Source: an optimization exercise on an open RTL-to-GDS flow (aim: small area and a short achievable clock period). Production flows keep margins and buffers that such runs may drop. At most, simulation tests tie the RTL to the original design; equivalence was not proved. Power figures rest on the tool's default switching activity, not on a simulated workload.

==> module mem_array, before the edit <==
module mem_array (
    input  logic        CLK,
    input  logic        we,
    input  logic [15:0] hi,
    input  logic [15:0] lo,
    input  logic [7:0]  wdata,
    output logic [7:0]  rdata
);
    logic [7:0] mem [256];
    logic [7:0] row_q [16];
    always_ff @(posedge CLK)
        for (int w = 0; w < 256; w++)
            if (we && hi[w/16] && lo[w%16]) mem[w] <= wdata;
    always_ff @(posedge CLK)
        for (int h = 0; h < 16; h++) begin
            logic [7:0] row;
            row = '0;
            for (int l = 0; l < 16; l++)
                row = row | (mem[16*h+l] & {8{lo[l]}});
            row_q[h] <= row;
        end
    always_comb begin
        rdata = '0;
        for (int h = 0; h < 16; h++)
            rdata = rdata | (row_q[h] & {8{hi[h]}});
    end
endmodule
==> module mem_responder, before the edit <==
module mem_responder (
    input  logic       CLK,
    input  logic       RST_N,
    input  logic [7:0] bus_in,
    input  logic       MAR_in,
    input  logic       MBR_in,
    input  logic       MBR_out,
    input  logic       WMFC,
    input  logic       rnw,
    output logic [7:0] bus_out,
    output logic       bus_oe,
    output logic       MFC,
    output logic       busy
);
    logic [15:0] mar_hi, mar_lo;    
    logic [7:0]  mbr_o, mbr_n;
    logic [1:0]  cnt;
    logic        op;
    logic        busy_o, idle_q;
    logic        mfc_o, ndone_q;
    logic        wstb, rstb;       
    logic [7:0]  rdata;
    logic        in_idle, in_wait, in_done;
    logic        go, fire, release_;
    assign in_idle  = idle_q;
    assign in_wait  = !idle_q && ndone_q;
    assign in_done  = !ndone_q;
    assign go       = in_idle && WMFC;           
    assign fire     = in_wait && (cnt == 2'd0);  
    assign release_ = in_done && !WMFC;          
    mem_array u_mem (
        .CLK   (CLK),
        .we    (wstb),
        .hi    (mar_hi),
        .lo    (mar_lo),
        .wdata (~mbr_n),
        .rdata (rdata)
    );
    function automatic logic [15:0] onehot4(input logic [3:0] v);
        onehot4 = 16'd1 << v;
    endfunction
    always_ff @(posedge CLK or negedge RST_N) begin
        if (!RST_N) begin
            busy_o  <= 1'b0;
            idle_q  <= 1'b1;
            mfc_o   <= 1'b0;
            ndone_q <= 1'b1;
            cnt     <= '0;
            op      <= 1'b0;
            wstb    <= 1'b0;
            rstb    <= 1'b0;
        end else begin
            if (go) begin
                op     <= rnw;
                cnt    <= 2'd2;
                busy_o <= 1'b1;
                idle_q <= 1'b0;
            end
            if (in_wait) begin
                if (cnt != 2'd0) cnt <= cnt - 2'd1;
                wstb <= (cnt == 2'd1) && (op == mem_pkg::WR);
                rstb <= (cnt == 2'd1) && (op == mem_pkg::RD);
            end
            if (fire) begin
                mfc_o   <= 1'b1;
                ndone_q <= 1'b0;
            end
            if (release_) begin
                busy_o  <= 1'b0;
                idle_q  <= 1'b1;
                mfc_o   <= 1'b0;
                ndone_q <= 1'b1;
            end
        end
    end
    always_ff @(posedge CLK or negedge RST_N) begin
        if (!RST_N) begin
            mar_hi <= 16'd1;
            mar_lo <= 16'd1;
        end else if (in_idle && MAR_in) begin
            mar_hi <= onehot4(bus_in[7:4]);
            mar_lo <= onehot4(bus_in[3:0]);
        end
    end
    always_ff @(posedge CLK or negedge RST_N) begin
        if (!RST_N) begin
            mbr_o <= '0;
            mbr_n <= '1;
        end else if (in_idle && MBR_in) begin
            mbr_o <= bus_in;
            mbr_n <= ~bus_in;
        end else if (rstb) begin
            mbr_o <= rdata;
            mbr_n <= ~rdata;
        end
    end
    assign MFC     = mfc_o;
    assign busy    = busy_o;
    assign bus_out = mbr_o;
    assign bus_oe  = MBR_out;
endmodule
clock: 4.5 ns
lec_check: 0
cap_margin: 20
core_margin: 2
core_utilization: 60
cts_cluster_diameter: 100
cts_cluster_size: 30
setup_slack_margin: 2.2
slew_margin: 20
run.sh (not shown) runs the stock make flow with config.mk's settings and CLKGATE_MAP_FILE= SYNTH_SCRIPT=/design/flow/synth_recipe.tcl, a recipe that flattens the netlist after the stock synthesis.
==> next run, changes <==
--- a/flow/design.v
+++ b/flow/design.v
@@ -6,9 +6,9 @@
     localparam logic WR = 1'b0;
 endpackage
 module mem_array (
     input  logic        CLK,
-    input  logic        we,
+    input  logic [15:0] wrow,
     input  logic [15:0] hi,
     input  logic [15:0] lo,
     input  logic [7:0]  wdata,
     output logic [7:0]  rdata
@@ -16,21 +16,23 @@
     logic [7:0] mem [256];
     logic [7:0] row_q [16];
     always_ff @(posedge CLK)
         for (int w = 0; w < 256; w++)
-            if (we && hi[w/16] && lo[w%16]) mem[w] <= wdata;
+            if (wrow[w/16] && lo[w%16]) mem[w] <= wdata;
     always_ff @(posedge CLK)
         for (int h = 0; h < 16; h++) begin
             logic [7:0] row;
             row = '0;
             for (int l = 0; l < 16; l++)
                 row = row | (mem[16*h+l] & {8{lo[l]}});
             row_q[h] <= row;
         end
-    always_comb begin
-        rdata = '0;
+    always_ff @(posedge CLK) begin
+        logic [7:0] acc;
+        acc = '0;
         for (int h = 0; h < 16; h++)
-            rdata = rdata | (row_q[h] & {8{hi[h]}});
+            acc = acc | (row_q[h] & {8{hi[h]}});
+        rdata <= acc;
     end
 endmodule
 module mem_responder (
     input  logic       CLK,
@@ -51,9 +53,10 @@
     logic [1:0]  cnt;
     logic        op;
     logic        busy_o, idle_q;
     logic        mfc_o, ndone_q;
-    logic        wstb, rstb;       
+    logic [15:0] wrow;             
+    logic        rstb;             
     logic [7:0]  rdata;
     logic        in_idle, in_wait, in_done;
     logic        go, fire, release_;
     assign in_idle  = idle_q;
@@ -63,9 +66,9 @@
     assign fire     = in_wait && (cnt == 2'd0);  
     assign release_ = in_done && !WMFC;          
     mem_array u_mem (
         .CLK   (CLK),
-        .we    (wstb),
+        .wrow  (wrow),
         .hi    (mar_hi),
         .lo    (mar_lo),
         .wdata (~mbr_n),
         .rdata (rdata)
@@ -80,9 +83,9 @@
             mfc_o   <= 1'b0;
             ndone_q <= 1'b1;
             cnt     <= '0;
             op      <= 1'b0;
-            wstb    <= 1'b0;
+            wrow    <= '0;
             rstb    <= 1'b0;
         end else begin
             if (go) begin
                 op     <= rnw;
@@ -91,9 +94,9 @@
                 idle_q <= 1'b0;
             end
             if (in_wait) begin
                 if (cnt != 2'd0) cnt <= cnt - 2'd1;
-                wstb <= (cnt == 2'd1) && (op == mem_pkg::WR);
+                wrow <= ((cnt == 2'd1) && (op == mem_pkg::WR)) ? mar_hi : '0;
                 rstb <= (cnt == 2'd1) && (op == mem_pkg::RD);
             end
             if (fire) begin
                 mfc_o   <= 1'b1;
Effect:
- critical path depth drops by 3
- wire length goes down by 11%
- power goes down by 0.72%
- clock-buffer cell count is higher by 3
- cell area stays flat
- setup slack improves by 0.077 ns
- flip-flop and latch count increases by 23
- synthesized cell count barely changes
- via count fell by 6.4%
- sequential power stays flat
- core utilization falls by 0.19 points
No run of this note included a check of the RTL's function; only the layout flow was run.

---

Another version of the RTL of mem_responder (not shown whole).
Size in the first run: about 2300 flip-flops, roughly 26 I/O pins, about 81000 µm² of cells after synthesis.
==> module mem_array, before the edit <==
module mem_array (
    input  logic        CLK,
    input  logic [15:0] wrow,
    input  logic [15:0] hi,
    input  logic [15:0] lo0,
    input  logic [15:0] lo1,
    input  logic [7:0]  wdata,
    output logic [7:0]  rdata
);
    logic [7:0] mem [256];
    logic [7:0] row_q [16];
    logic [255:0] csel;
    always_comb
        for (int w = 0; w < 256; w++)
            csel[w] = (w < 128) ? lo0[w%16] : lo1[w%16];
    always_ff @(posedge CLK)
        for (int w = 0; w < 256; w++)
            if (wrow[w/16] && csel[w]) mem[w] <= wdata;
    always_ff @(posedge CLK)
        for (int h = 0; h < 16; h++) begin
            logic [7:0] row;
            row = '0;
            for (int l = 0; l < 16; l++)
                row = row | (mem[16*h+l] & {8{csel[16*h+l]}});
            row_q[h] <= row;
        end
    always_comb begin
        rdata = '0;
        for (int h = 0; h < 16; h++)
            rdata = rdata | (row_q[h] & {8{hi[h]}});
    end
endmodule
==> module mem_responder, before the edit <==
module mem_responder (
    input  logic       CLK,
    input  logic       RST_N,
    input  logic [7:0] bus_in,
    input  logic       MAR_in,
    input  logic       MBR_in,
    input  logic       MBR_out,
    input  logic       WMFC,
    input  logic       rnw,
    output logic [7:0] bus_out,
    output logic       bus_oe,
    output logic       MFC,
    output logic       busy
);
    logic [7:0]  mar;
    logic [15:0] hi_q, lo0_q, lo1_q;    
    logic [7:0]  mbr_o, mbr_n;
    logic [1:0]  cnt;
    logic        op;
    logic        busy_o, idle_q;
    logic        mfc_o, ndone_q;
    logic [15:0] wrow;             
    logic        rstb;             
    logic [7:0]  rdata;
    logic        in_idle, in_wait, in_done;
    logic        go, fire, release_;
    logic        busy_d, mfc_d;
    logic [7:0]  mbr_d;
    assign in_idle  = idle_q;
    assign in_wait  = !idle_q && ndone_q;
    assign in_done  = !ndone_q;
    assign go       = in_idle && WMFC;           
    assign fire     = in_wait && (cnt == 2'd0);  
    assign release_ = in_done && !WMFC;          
    mem_array u_mem (
        .CLK   (CLK),
        .wrow  (wrow),
        .hi    (hi_q),
        .lo0   (lo0_q),
        .lo1   (lo1_q),
        .wdata (~mbr_n),
        .rdata (rdata)
    );
    always_ff @(posedge CLK) begin
        hi_q  <= 16'd1 << mar[7:4];
        lo0_q <= mar[7] ? 16'd0 : (16'd1 << mar[3:0]);
        lo1_q <= mar[7] ? (16'd1 << mar[3:0]) : 16'd0;
    end
    assign busy_d = go ? 1'b1 : release_ ? 1'b0 : !idle_q;
    assign mfc_d  = fire ? 1'b1 : release_ ? 1'b0 : !ndone_q;
    assign mbr_d  = (in_idle && MBR_in) ? bus_in : rstb ? rdata : ~mbr_n;
    always_ff @(posedge CLK or negedge RST_N) begin
        if (!RST_N) begin
            busy_o  <= 1'b0;
            idle_q  <= 1'b1;
            mfc_o   <= 1'b0;
            ndone_q <= 1'b1;
            cnt     <= '0;
            op      <= 1'b0;
            wrow    <= '0;
            rstb    <= 1'b0;
            mar     <= '0;
            mbr_o   <= '0;
            mbr_n   <= '1;
        end else begin
            busy_o  <= busy_d;
            idle_q  <= !busy_d;
            mfc_o   <= mfc_d;
            ndone_q <= !mfc_d;
            mbr_o   <= mbr_d;
            mbr_n   <= ~mbr_d;
            if (go) begin
                op  <= rnw;
                cnt <= 2'd2;
            end
            if (in_wait) begin
                if (cnt != 2'd0) cnt <= cnt - 2'd1;
                wrow <= ((cnt == 2'd1) && (op == mem_pkg::WR)) ? hi_q : '0;
                rstb <= (cnt == 2'd1) && (op == mem_pkg::RD);
            end
            if (in_idle && MAR_in) mar <= bus_in;
        end
    end
    assign MFC     = mfc_o;
    assign busy    = busy_o;
    assign bus_out = mbr_o;
    assign bus_oe  = MBR_out;
endmodule
make LEC_CHECK=0 CAP_MARGIN=20 CORE_MARGIN=2 CORE_UTILIZATION=60 CTS_CLUSTER_DIAMETER=100 CTS_CLUSTER_SIZE=30 SETUP_SLACK_MARGIN=2.2 SLEW_MARGIN=20 finish   # period 4.5 ns
The baseline finished clean.
Then changed:
--- a/flow/design.v
+++ b/flow/design.v
@@ -12,5 +12,6 @@
     input  logic [15:0] lo0,
     input  logic [15:0] lo1,
-    input  logic [7:0]  wdata,
+    input  logic [7:0]  wdata0,
+    input  logic [7:0]  wdata1,
     output logic [7:0]  rdata
 );
@@ -23,5 +24,5 @@
     always_ff @(posedge CLK)
         for (int w = 0; w < 256; w++)
-            if (wrow[w/16] && csel[w]) mem[w] <= wdata;
+            if (wrow[w/16] && csel[w]) mem[w] <= (w < 128) ? wdata0 : wdata1;
     always_ff @(posedge CLK)
         for (int h = 0; h < 16; h++) begin
@@ -54,4 +55,5 @@
     logic [7:0]  mar;
     logic [15:0] hi_q, lo0_q, lo1_q;    
+    logic [7:0]  wd0_q, wd1_q;          
     logic [7:0]  mbr_o, mbr_n;
     logic [1:0]  cnt;
@@ -78,5 +80,6 @@
         .lo0   (lo0_q),
         .lo1   (lo1_q),
-        .wdata (~mbr_n),
+        .wdata0(wd0_q),
+        .wdata1(wd1_q),
         .rdata (rdata)
     );
@@ -85,4 +88,8 @@
         lo0_q <= mar[7] ? 16'd0 : (16'd1 << mar[3:0]);
         lo1_q <= mar[7] ? (16'd1 << mar[3:0]) : 16'd0;
+    end
+    always_ff @(posedge CLK) begin
+        wd0_q <= mar[7] ? 8'h00 : ~mbr_n;
+        wd1_q <= mar[7] ? ~mbr_n : 8'h00;
     end
     assign busy_d = go ? 1'b1 : release_ ? 1'b0 : !idle_q;
Outcome: The changed run passed the timing, design-rule and antenna checks; sequential power is higher by a few percent; combinational power is lower by roughly a tenth; worst hold slack barely changes; first-iteration DRC count is lower by roughly a tenth; via count hardly moves; worst setup slack gets better by 0.017 ns; maximum frequency is higher slightly; routed wire length is lower by a few percent; die area is higher slightly; cell count is higher slightly; clock skew is lower by 0.0065 ns; total power is higher slightly; global-route usage is lower by 0.85 points.
For the first run of this note, only the layout was checked, not whether the RTL still works.

---

== run 1 ==
The RTL this note starts from:
==> flow/design.v <==
package mem_pkg;
    typedef enum logic [1:0] {IDLE, WAIT, DONE} state_t;
    localparam int AW_DEF = 8;
    localparam int DW_DEF = 8;
    localparam logic RD = 1'b1;
    localparam logic WR = 1'b0;
endpackage
module mem_array (
    input  logic        CLK,
    input  logic        we,
    input  logic [15:0] hi,
    input  logic [15:0] lo,
    input  logic [7:0]  wdata,
    output logic [7:0]  rdata
);
    logic [7:0] mem [256];
    logic [7:0] grp_q [4];
    always_ff @(posedge CLK)
        for (int w = 0; w < 256; w++)
            if (we && hi[w/16] && lo[w%16]) mem[w] <= wdata;
    always_ff @(posedge CLK)
        for (int g = 0; g < 4; g++) begin
            logic [7:0] acc;
            acc = '0;
            for (int h = 4*g; h < 4*g+4; h++) begin
                logic [7:0] row;
                row = '0;
                for (int l = 0; l < 16; l++)
                    row = row | (mem[16*h+l] & {8{lo[l]}});
                acc = acc | (row & {8{hi[h]}});
            end
            grp_q[g] <= acc;
        end
    assign rdata = grp_q[0] | grp_q[1] | grp_q[2] | grp_q[3];
endmodule
module mem_responder (
    input  logic       CLK,
    input  logic       RST_N,
    input  logic [7:0] bus_in,
    input  logic       MAR_in,
    input  logic       MBR_in,
    input  logic       MBR_out,
    input  logic       WMFC,
    input  logic       rnw,
    output logic [7:0] bus_out,
    output logic       bus_oe,
    output logic       MFC,
    output logic       busy
);
    logic [15:0] mar_hi, mar_lo;    
    logic [7:0]  mbr;
    logic [1:0]  cnt;
    logic        op;
    logic        busy_q, done_q;
    logic        wstb, rstb;       
    logic [7:0]  rdata;
    mem_array u_mem (
        .CLK   (CLK),
        .we    (wstb),
        .hi    (mar_hi),
        .lo    (mar_lo),
        .wdata (mbr),
        .rdata (rdata)
    );
    function automatic logic [15:0] onehot4(input logic [3:0] v);
        onehot4 = 16'd1 << v;
    endfunction
    always_ff @(posedge CLK or negedge RST_N) begin
        if (!RST_N) begin
            busy_q <= 1'b0;
            done_q <= 1'b0;
            mar_hi <= 16'd1;
            mar_lo <= 16'd1;
            mbr    <= '0;
            cnt    <= '0;
            op     <= 1'b0;
            wstb   <= 1'b0;
            rstb   <= 1'b0;
        end else if (!busy_q) begin
            if (MAR_in) begin
                mar_hi <= onehot4(bus_in[7:4]);
                mar_lo <= onehot4(bus_in[3:0]);
            end
            if (MBR_in) mbr <= bus_in;
            if (WMFC) begin
                op     <= rnw;
                cnt    <= 2'd2;
                busy_q <= 1'b1;
            end
        end else if (!done_q) begin
            if (cnt != 2'd0) begin
                cnt <= cnt - 2'd1;
                if (cnt == 2'd1) begin
                    wstb <= (op == mem_pkg::WR);
                    rstb <= (op == mem_pkg::RD);
                end
            end else begin
                if (rstb) mbr <= rdata;
                wstb   <= 1'b0;
                rstb   <= 1'b0;
                done_q <= 1'b1;
            end
        end else if (!WMFC) begin
            busy_q <= 1'b0;
            done_q <= 1'b0;
        end
    end
    assign MFC     = done_q;
    assign busy    = busy_q;
    assign bus_out = mbr;
    assign bus_oe  = MBR_out;
endmodule
clock: 4.5 ns
lec_check: 0
cap_margin: 20
core_margin: 2
core_utilization: 60
cts_cluster_diameter: 60
cts_cluster_size: 30
setup_slack_margin: 2.4
slew_margin: 20
## Diff of input files: run 2 against run 1
-- flow/design.v --
<<< run 1, line 15
);
    logic [7:0] mem [256];
    logic [7:0] grp_q [4];
    always_ff @(posedge CLK)
        for (int w = 0; w < 256; w++)
            if (we && hi[w/16] && lo[w%16]) mem[w] <= wdata;
    always_ff @(posedge CLK)
        for (int g = 0; g < 4; g++) begin
            logic [7:0] acc;
            acc = '0;
            for (int h = 4*g; h < 4*g+4; h++) begin
                logic [7:0] row;
                row = '0;
                for (int l = 0; l < 16; l++)
                    row = row | (mem[16*h+l] & {8{lo[l]}});
                acc = acc | (row & {8{hi[h]}});
            end
            grp_q[g] <= acc;
        end
    assign rdata = grp_q[0] | grp_q[1] | grp_q[2] | grp_q[3];
endmodule
module mem_responder (
>>> run 2, line 15
);
    logic [7:0] mem [256];
    logic [7:0] row_q [16];
    always_ff @(posedge CLK)
        for (int w = 0; w < 256; w++)
            if (we && hi[w/16] && lo[w%16]) mem[w] <= wdata;
    always_ff @(posedge CLK)
        for (int h = 0; h < 16; h++) begin
            logic [7:0] row;
            row = '0;
            for (int l = 0; l < 16; l++)
                row = row | (mem[16*h+l] & {8{lo[l]}});
            row_q[h] <= row;
        end
    always_comb begin
        rdata = '0;
        for (int h = 0; h < 16; h++)
            rdata = rdata | (row_q[h] & {8{hi[h]}});
    end
endmodule
module mem_responder (
Results
Final worst slack, run 2 and run 1: higher on run 1. Summary — number of antenna cells inserted, run 2 relative to run 1: lower, by 12. The wire length of the first global-routing pass reported for run 2 is greater than that of run 1 by about 5%. Between run 2 and run 1, the depth of the worst register-to-register path is lower for run 2. NOTE fmax run 1->run 2 decreased slightly. Share of synthesized area occupied by flip-flops and latches up 0.86 points in run 2 wrt run 1. In run 2 the final layout net count turned out about 2.2% lower than in run 1. Run 2 reached the final stage; the timing, design-rule and antenna checks on its layout passed.
Only the layout flow was run in run 1; the RTL was not checked for function there.

## separate check: timing with driven ports
The flow's constraints put no driver on any port. The routed layouts listed below were extracted and timed again, unchanged, in two steps.
Step 1 (the two cells are an assumption about what drives the block):
set clk [get_ports {CLK}]
set_driving_cell -lib_cell sky130_fd_sc_hd__clkbuf_16 $clk
set_driving_cell -lib_cell sky130_fd_sc_hd__buf_2 [delete_from_list [all_inputs] $clk]
Step 2 adds t to the input delays and takes it off the output delays; t is the mean of the earliest and latest rising clock arrival at the registers after step 1. Input paths then give back, and output paths get back, about the clock's delay inside the block.
Slacks: ideal ports / drivers / drivers and shift; pairs: ideal ports / drivers.
run | shift t [ns] | setup slack, ns | worst hold slack (ns) | worst setup path after step 2 | clock arrival spread, ns
the first run of note 1 | 0.799 | 2.119 / 2.119 / 1.743 | 0.102 / 0.057 / 0.493 | input to register | 0.035 / 0.035
the second run of note 1 | 0.788 | 2.196 / 2.123 / 1.630 | 0.199 / 0.218 / 0.490 | input to register | 0.042 / 0.042
the first run of note 2 | 0.804 | 2.191 / 2.109 / 1.862 | 0.197 / 0.255 / 0.487 | input to register | 0.039 / 0.039
the second run of note 2 | 0.807 | 2.207 / 2.123 / 1.863 | 0.196 / 0.139 / 0.486 | input to register | 0.035 / 0.035
run 1 | 0.869 | 2.075 / 1.992 / 1.810 | 0.192 / 0.130 / 0.496 | input to register | 0.035 / 0.035
run 2 | 0.856 | 2.062 / 1.981 / 1.771 | 0.136 / 0.096 / 0.484 | input to register | 0.032 / 0.032
After both steps every run listed still meets setup and hold. The setup slack of the second run of note 1, which loses most, moves by -0.073 ns with the drivers and by -0.566 ns with both steps.
